What follows belongs to an exercise in optimizing a design on an open flow for a short achievable clock period, few clock cycles per item and low power; a production flow would make more cautious choices. Only simulation tests tie the RTL to the original design; equivalence was not proved. Power is estimated from default activity; no workload was simulated.

==> branch quartz <==
// exec_stage
module exec_stage #(
    parameter int W = 32
) (
    input  logic         clk,
    input  logic         rst,
    input  logic         in_valid,
    output logic         in_ready,
    input  logic         flush,
    input  logic [3:0]   opcode,
    input  logic [W-1:0] oprand1,
    input  logic [W-1:0] oprand2,
    input  logic [3:0]   rd_addr,
    input  logic         set_flags,
    input  logic         carry_in,
    input  logic [3:0]   nzcv_in,
    output logic         out_valid,
    output logic [W-1:0] result,
    output logic [3:0]   wb_addr,
    output logic         wb_en,
    output logic [3:0]   nzcv_out,
    output logic         flags_en,
    output logic         undef
);
make LEC_CHECK=0 CAP_MARGIN=20 CORE_MARGIN=2 CORE_UTILIZATION=65 CTS_BUF_LIST=sky130_fd_sc_hd__clkbuf_8 PLACE_DENSITY=0.75 SETUP_SLACK_MARGIN=5 SLEW_MARGIN=20 finish   # period 11.0 ns
run.sh (not shown) runs the stock make flow with config.mk's settings and CLKGATE_MAP_FILE= SYNTH_SCRIPT=/design/flow/synth_recipe.tcl, a recipe that flattens the netlist after the stock synthesis.
==> branch sierra (differences from branch quartz) <==
SETUP_SLACK_MARGIN = unset   (was 5)
==> comparison table <==
item	branch quartz	branch sierra
Worst hold path startpoint	a_rd[3]	a_rd[0]
Outcome	no timing/DRC/antenna violations	finished with violations
Reasons for failing layout checks	-	max-capacitance violations
Wire length of the first global-routing pass	212000 um	210000 um
Met3 track demand over resource in global routing	17.1%	15.8%
Total power	2.03 mW	2.01 mW
Total Routing Usage GR	48.7%	48.1%
Levels on crit path	16	17
DPL Wire Length	104000 um	103000 um
Metal-1 WL	55500 um	55300 um
Power Internal	1.11 mW	1.09 mW
Crit Path Category	reg -> reg	in -> reg
Total via count after detailed routing	38300	38000
Nets	5351	5339
Post-Place Cells	5565	5567
Via count of the first global-routing pass	34600	34000
Worst setup slack before clock tree synthesis	3.68 ns	3.82 ns
Number of violations of the max-capacitance limit	0	1
Total placed instance area	0.0381 mm2	0.0380 mm2
Met1 capacity usage during global routing	63.0%	63.6%
Non-clock buffering overhead in the final layout	5.64%	5.10%
Clk cell area share	1.00%	1.02%
Maximum number of pins on one net before global-route repair	190	95
Clk pwr	0.458 mW	0.454 mW
Comb power frac	44.8%	44.0%
Power in combinational cells	0.910 mW	0.884 mW
Portion of total power attributed to sequential cells	32.7%	33.4%
Delay contributed by the slowest stage of the critical path	0.74 ns	0.78 ns
Testbench counts of branch quartz, summed over its fixed seeds: cycles 21,138, items 16,000.
Testbench counts of branch sierra, summed over its fixed seeds: cycles 21,138, items 16,000.

========
==> inputs of run E <==
Another version of the RTL of exec_stage (not shown whole).
clock: 11.0 ns
lec_check: 0
cap_margin: 20
core_margin: 2
core_utilization: 65
cts_buf_list: sky130_fd_sc_hd__clkbuf_8
place_density: 0.75
setup_slack_margin: 5
slew_margin: 20
synth_hierarchical: 1
synth_minimum_keep_size: 0
==> inputs of run H, as changes to run E <==
- CORE_UTILIZATION: 65 -> 70
- PLACE_DENSITY: 0.75 -> 0.78
==> run_results.csv <==
group,metric,value,unit
setup_path,path_common_cell,"sky130_fd_sc_hd__maj3_2",
place,placed_cell_area,0.0385,mm^2
timing,fin_crit_sh,62.1,%
clock_network,post_cts.resized_instances,298,
clock_network,worstSkewPairLatency,0.52,ns
drt,met3_wirelength,12300,um
finish,final_core_area_utilization,78.1,%
power,p_total,2.51,mW
timing,slew-limit-headroom,16.3,%
global_routing,grt_pass1_vias,33200,
finish,multi_input_cells,4138,
run_status,result_of_the_run,"finished clean",
That was run E.
==> run_results.csv <==
group,metric,value,unit
run_status,result_of_the_run,"finished clean",
finish,final_core_area_utilization,81.8,%
timing,slew-limit-headroom,37.0,%
power,clockPowerShare,17.0,%
clock_network,worstSkewPairLatency,0.51,ns
global_routing,grt_pass1_vias,33900,
power,p_total,2.58,mW
clock_network,clockRootBuffer,"sky130_fd_sc_hd__clkbuf_8",
place,placed_cell_area,0.0384,mm^2
drt,met3_wirelength,15500,um
finish,multi_input_cells,4139,
clock_network,post_cts.resized_instances,280,
That was run H.
Testbench counts of run E, summed over its fixed seeds: cycles 19,024, items 16,000.
Testbench counts of run H, summed over its fixed seeds: cycles 19,024, items 16,000.

========
==> indigo: inputs <==
exec_stage, a different RTL version from the one above (not shown whole).
export LEC_CHECK = 0
export CAP_MARGIN = 20
export CORE_MARGIN = 2
export CORE_UTILIZATION = 65
export PLACE_DENSITY = 0.75
export SETUP_SLACK_MARGIN = 5
export SLEW_MARGIN = 20
export SYNTH_HIERARCHICAL = 1
export SYNTH_MINIMUM_KEEP_SIZE = 0
create_clock -name core_clock -period 11.0 [get_ports {clk}]
==> nickel: changes against indigo <==
CTS_BUF_LIST = sky130_fd_sc_hd__clkbuf_8   (was default)
SYNTH_HIERARCHICAL = default   (was 1)
SYNTH_MINIMUM_KEEP_SIZE = default   (was 0)
==> notes <==
- Of indigo and nickel, indigo has the higher synthesized area (gap 5.0%, measured against nickel).
- Against nickel, the non-clock buffer count of indigo is lower by 27.
- In nickel the die area is smaller than in indigo, by about 4.7%.
- First-iteration DRC count: nickel is larger than indigo (31%).
- Between indigo and nickel, the lower worst hold slack is in nickel (gap 0.013 ns).
- Of nickel and indigo, indigo has the higher total power (gap about 14%, measured against indigo).
==> figures <==
Multiplexer area fraction after synthesis: indigo 0.0588; nickel 0.0529
Total wire length after detailed routing: indigo 130000 um; nickel 140000 um
Distinct cell type count of the synthesized netlist: indigo 118; nickel 108
Clk_skew: indigo 0.0212 ns; nickel 0.0408 ns
Run status: indigo complete, no violations; nickel complete, no violations
Non-clock buffer share: indigo 0.0485; nickel 0.0548
Clock-pin slew on the worst setup and hold paths: indigo 0.07 ns; nickel 0.09 ns
Cell area after technology mapping: indigo 39000 um^2; nickel 37100 um^2
Placed Area: indigo 39600 um^2; nickel 38500 um^2
Hold path startpoint: indigo a_rd[0]; nickel a_rd[1]
Least-Margin Pin Slew: indigo 1.05 ns; nickel 1.28 ns
Amount of wire on met3 after detailed routing: indigo 11100 um; nickel 21700 um
Placed cells: indigo 5766; nickel 5576
Testbench counts of indigo, summed over its fixed seeds: cycles 21,676, items 16,000.
Testbench counts of nickel, summed over its fixed seeds: cycles 21,676, items 16,000.

========
==> inputs of run a <==
exec_stage again, from the RTL that the note above started with.
==> flow/config.mk <==
export PLATFORM = sky130hd
export DESIGN_NAME = exec_stage
export DESIGN_NICKNAME = exec_stage
export VERILOG_FILES = /design/flow/design.v
export SDC_FILE = /design/flow/constraint.sdc
export NUM_CORES = 4
export LEC_CHECK = 0
export CAP_MARGIN = 20
export CORE_MARGIN = 2
export CORE_UTILIZATION = 65
export PLACE_DENSITY = 0.75
export SETUP_SLACK_MARGIN = 5
export SLEW_MARGIN = 20
==> flow/constraint.sdc <==
create_clock -name core_clock -period 11.0 [get_ports {clk}]
set_input_delay 2.2000 -clock core_clock [delete_from_list [all_inputs] [get_ports {clk}]]
set_output_delay 2.2000 -clock core_clock [all_outputs]
set_load 0.01 [all_outputs]
==> inputs of run b, as changes to run a <==
--- a/flow/design.v
+++ b/flow/design.v
@@ -1301,34 +1301,39 @@
         if (z4[1] && z4[0]) begin
             n = 6'd32;
         end else begin
             n = z4[1] ? {2'b01, c4[0]} : {2'b00, c4[1]};
         end
     end
 endmodule
-module arm_udiv_setup (
+module arm_udiv_norm (
     input  logic [31:0] a,
     input  logic [31:0] b,
-    output logic [31:0] rem,
-    output logic [31:0] quo,
-    output logic [5:0]  iters,
+    output logic [4:0]  s,
     output logic        zero_q
 );
     logic [5:0] clz_a;
     logic [5:0] clz_b;
-    logic [6:0] s;
-    logic [63:0] sh;
+    logic [6:0] sum;
     arm_clz32 u_clz_a (.x(a), .n(clz_a));
     arm_clz32 u_clz_b (.x(b), .n(clz_b));
-    assign s      = {1'b0, clz_a} + {2'b0, ~clz_b[4:0]};
-    assign zero_q = clz_b[5] || s[6] || s[5];
-    assign sh     = {32'b0, a} << s[4:0];
-    assign rem    = sh[63:32];
-    assign quo    = sh[31:0];
-    assign iters  = 6'd32 - {1'b0, s[4:0]};
+    assign sum    = {1'b0, clz_a} + {2'b0, ~clz_b[4:0]};
+    assign zero_q = clz_b[5] || sum[6] || sum[5];
+    assign s      = sum[4:0];
+endmodule
+module arm_udiv_shift (
+    input  logic [31:0] a,
+    input  logic [4:0]  s,
+    output logic [31:0] rem,
+    output logic [31:0] quo
+);
+    logic [63:0] sh;
+    assign sh  = {32'b0, a} << s;
+    assign rem = sh[63:32];
+    assign quo = sh[31:0];
 endmodule
 module arm_udiv_step (
     input  logic [31:0] rem,
     input  logic [31:0] quo,
     input  logic [31:0] dvs,
     output logic [31:0] rem_next,
     output logic [31:0] quo_next
@@ -1411,22 +1416,23 @@
     logic         a_v;        
     logic         a_fe;       
     logic         a_we;       
     logic         f_ar;       
     logic         f_lg;       
     logic         f_m1;       
     logic         f_m2;       
+    logic         f_dz;       
     logic         f_ds;       
     logic         dbusy;      
     logic [5:0]   dcnt;       
     logic         g_xa, g_rsb, g_yb, g_ynb;                  
     logic         l_and, l_eor, l_orr, l_mov, l_mvn, l_bic;   
     assign in_ready = rdy;
     logic e_dlast;
-    assign e_dlast = dbusy && (dcnt == 6'd1);
+    assign e_dlast = f_ds && (dcnt[4:0] == 5'd31) || dbusy && (dcnt == 6'd1);
     logic [31:0] mul_s, mul_c;
     arm_mul_csa u_mul (
         .a (a_x & {32{f_m1}}),
         .b (a_y & {32{f_m1}}),
         .s (mul_s),
         .c (mul_c)
     );
@@ -1451,40 +1457,45 @@
     logic [31:0] alu_res;
     logic        alu_n, alu_z, alu_c, alu_v;
     assign alu_res = sum[32:1] | log_res;
     assign alu_n   = alu_res[31];
     assign alu_z   = add_z && (log_res == '0);
     assign alu_c   = f_ar ? sum[33] : a_c;
     assign alu_v   = f_ar ? add_v : a_v;
-    logic [31:0] ds_rem, ds_quo;
-    logic [5:0]  ds_iters;
-    logic        ds_zero;
+    logic [4:0]  dn_s;
+    logic        dn_zero;
+    logic [31:0] dh_rem, dh_quo;
     logic [31:0] di_rem, di_quo;
-    arm_udiv_setup u_dsetup (
-        .a      (a_x & {32{f_ds}}),
-        .b      (a_y & {32{f_ds}}),
-        .rem    (ds_rem),
-        .quo    (ds_quo),
-        .iters  (ds_iters),
-        .zero_q (ds_zero)
+    arm_udiv_norm u_dnorm (
+        .a      (oprand1),
+        .b      (oprand2),
+        .s      (dn_s),
+        .zero_q (dn_zero)
+    );
+    arm_udiv_shift u_dshift (
+        .a   (a_x & {32{f_ds}}),
+        .s   (dcnt[4:0]),
+        .rem (dh_rem),
+        .quo (dh_quo)
     );
     arm_udiv_step u_dstep (
-        .rem      (result & {32{dbusy}}),
-        .quo      (a_x & {32{dbusy}}),
-        .dvs      (a_y & {32{dbusy}}),
+        .rem      (dh_rem | (result & {32{dbusy}})),
+        .quo      (dh_quo | (a_x & {32{dbusy}})),
+        .dvs      (a_y & {32{f_ds || dbusy}}),
         .rem_next (di_rem),
         .quo_next (di_quo)
     );
     always_ff @(posedge clk or negedge rst) begin
         if (!rst) begin
             rdy   <= 1'b1;
             f_ar  <= 1'b0;
             f_lg  <= 1'b0;
             f_m1  <= 1'b0;
             f_m2  <= 1'b0;
+            f_dz  <= 1'b0;
             f_ds  <= 1'b0;
             dbusy <= 1'b0;
             g_xa  <= 1'b0;
             g_rsb <= 1'b0;
             g_yb  <= 1'b0;
             g_ynb <= 1'b0;
             l_and <= 1'b0;
@@ -1495,33 +1506,35 @@
             l_bic <= 1'b0;
         end else if (flush) begin
             rdy   <= 1'b1;
             f_ar  <= 1'b0;
             f_lg  <= 1'b0;
             f_m1  <= 1'b0;
             f_m2  <= 1'b0;
+            f_dz  <= 1'b0;
             f_ds  <= 1'b0;
             dbusy <= 1'b0;
             g_xa  <= 1'b0;
             g_rsb <= 1'b0;
             g_yb  <= 1'b0;
             g_ynb <= 1'b0;
             l_and <= 1'b0;
             l_eor <= 1'b0;
             l_orr <= 1'b0;
             l_mov <= 1'b0;
             l_mvn <= 1'b0;
             l_bic <= 1'b0;
         end else if (rdy) begin
-            rdy   <= !(in_valid && (in_mul || in_div));
+            rdy   <= !(in_valid && (in_mul || in_div && !dn_zero && (dn_s != 5'd31)));
             f_ar  <= in_valid && in_arith;
             f_lg  <= in_valid && in_log;
             f_m1  <= in_valid && in_mul;
             f_m2  <= 1'b0;
-            f_ds  <= in_valid && in_div;
+            f_dz  <= in_valid && in_div && dn_zero;
+            f_ds  <= in_valid && in_div && !dn_zero;
             dbusy <= 1'b0;
             g_xa  <= in_valid && in_xa;
             g_rsb <= in_valid && in_rsb;
             g_yb  <= in_valid && in_yb;
             g_ynb <= in_valid && in_ynb;
             l_and <= in_valid && in_and;
             l_eor <= in_valid && in_eor;
@@ -1532,17 +1545,17 @@
         end else if (f_m1) begin
             rdy   <= 1'b1;
             f_m1  <= 1'b0;
             f_m2  <= 1'b1;
             g_xa  <= 1'b1;
             g_yb  <= 1'b1;
         end else if (f_ds) begin
-            rdy   <= ds_zero || (ds_iters == 6'd1);
+            rdy   <= (dcnt[4:0] == 5'd30);
             f_ds  <= 1'b0;
-            dbusy <= !ds_zero;
+            dbusy <= 1'b1;
         end else begin
             rdy   <= (dcnt == 6'd2);
         end
     end
     always_ff @(posedge clk) begin
         if (rdy) begin
             a_x   <= oprand1;
@@ -1552,46 +1565,46 @@
             a_c   <= in_mul ? nzcv_in[arm_pkg::NZCV_C] : carry_in;
             a_v   <= nzcv_in[arm_pkg::NZCV_V];
             a_fe  <= set_flags || in_nowb;
             a_we  <= !in_nowb;
         end else if (f_m1) begin
             a_x   <= mul_s;
             a_y   <= mul_c;
-        end else if (f_ds) begin
-            a_x   <= ds_quo;
         end else begin
             a_x   <= di_quo;
         end
     end
     always_ff @(posedge clk) begin
-        if (f_ds) begin
-            dcnt <= ds_iters;
+        if (rdy) begin
+            dcnt <= (in_valid && in_div && !dn_zero) ? {1'b0, dn_s} : 6'd0;
+        end else if (f_ds) begin
+            dcnt <= {1'b0, ~dcnt[4:0]};
         end else if (dbusy) begin
             dcnt <= dcnt - 6'd1;
         end else begin
             dcnt <= 6'd0;
         end
     end
     logic f_res;
     assign f_res = f_ar || f_lg || f_m2;
     always_ff @(posedge clk or negedge rst) begin
         if (!rst) begin
             out_valid <= 1'b0;
             wb_en     <= 1'b0;
             flags_en  <= 1'b0;
         end else begin
-            out_valid <= !flush && (f_res || f_ds && ds_zero || e_dlast);
-            wb_en     <= !flush && (f_res && a_we || f_ds && ds_zero || e_dlast);
+            out_valid <= !flush && (f_res || f_dz || e_dlast);
+            wb_en     <= !flush && (f_res && a_we || f_dz || e_dlast);
             flags_en  <= !flush && f_res && a_fe;
         end
     end
     logic        d_sel;
     logic [31:0] d_val;
     assign d_sel = f_ds || dbusy;
-    assign d_val = f_ds ? (ds_zero ? 32'b0 : ds_rem) : (dcnt == 6'd1) ? di_quo : di_rem;
+    assign d_val = e_dlast ? di_quo : di_rem;
     always_ff @(posedge clk) begin
         wb_addr  <= a_rd;
         nzcv_out <= {alu_n, alu_z, alu_c, alu_v};
         result   <= d_sel ? d_val : alu_res;
     end
     assign undef = 1'b0;
 endmodule
==> flow/config.mk (replaced) <==
export PLATFORM = sky130hd
export DESIGN_NAME = exec_stage
export DESIGN_NICKNAME = exec_stage
export VERILOG_FILES = /design/flow/design.v
export SDC_FILE = /design/flow/constraint.sdc
export NUM_CORES = 4
export LEC_CHECK = 0
export CAP_MARGIN = 20
export CORE_MARGIN = 2
export CORE_UTILIZATION = 65
export CTS_BUF_LIST = sky130_fd_sc_hd__clkbuf_8
export PLACE_DENSITY = 0.85
export SETUP_SLACK_MARGIN = 5
export SLEW_MARGIN = 20
==> impl_metrics.yaml <==
run_status:
  status: "complete, no violations"
min_path:
  hold_end: "wb_addr[3]"
power:
  total_power_mw: 2.04
  pg_clk_uw: 470
synth:
  yosys_register_bits: 140
  async_reset_ff_frac: 0.150
sta:
  finalCritPeriodShare: 0.542
That was run b.
==> impl_metrics.yaml <==
final_layout:
  final_common_cell: "nand2_1"
synth:
  yosys_register_bits: 139
  async_reset_ff_frac: 0.144
routing:
  drt-total-wl_mm: 140
power:
  combinationalPower_mw: 1.04
  total_power_mw: 2.23
  pg_clk_uw: 584
sta:
  fin_crit_ns: 5.77
  finalCritPeriodShare: 0.525
run_status:
  status: "complete, no violations"
min_path:
  hold_end: "wb_addr[1]"
That was run a.
Testbench counts of run a, summed over its fixed seeds: cycles 21,676, items 16,000.
Testbench counts of run b, summed over its fixed seeds: cycles 21,138, items 16,000.

[separate check: timing with driven ports]
In the flow no input, the clock included, has a driving cell. The finished layouts below were timed again as built, in two steps.
Step 1: set_driving_cell puts a clkbuf_16 on clk and a buf_2 on each other input, an assumption about the parent block.
Step 2 also shifts input and output timing later by t, the mid clock arrival at the registers, as if the neighbouring blocks saw the same clock.
Three values: ideal, step 1, step 2; two values: the first two.
run	t (ns)	setup slack, ns	worst hold slack (ns)	worst setup path at the end	cell pins on the clock port's net
branch quartz	0.579	5.142 / 5.142 / 4.601	0.350 / 0.350 / 0.350	input to register	1
branch sierra	0.548	3.984 / 4.014 / 3.466	0.356 / 0.356 / 0.356	input to register	1
run E	0.555	4.166 / 4.164 / 3.608	0.350 / 0.350 / 0.350	input to register	1
run H	0.547	3.980 / 3.973 / 3.426	0.347 / 0.347 / 0.347	input to register	1
indigo	0.512	5.154 / 5.154 / 5.154	0.344 / 0.344 / 0.344	register to register	1
nickel	0.629	5.232 / 5.232 / 5.232	0.332 / 0.332 / 0.332	register to register	1
run a	0.559	5.225 / 5.225 / 5.225	0.335 / 0.335 / 0.335	register to register	1
run b	0.574	5.036 / 5.063 / 4.489	0.356 / 0.356 / 0.356	input to register	1
For run E, which loses most, drivers alone change the setup slack by -0.002 ns; drivers and shift together by -0.558 ns.
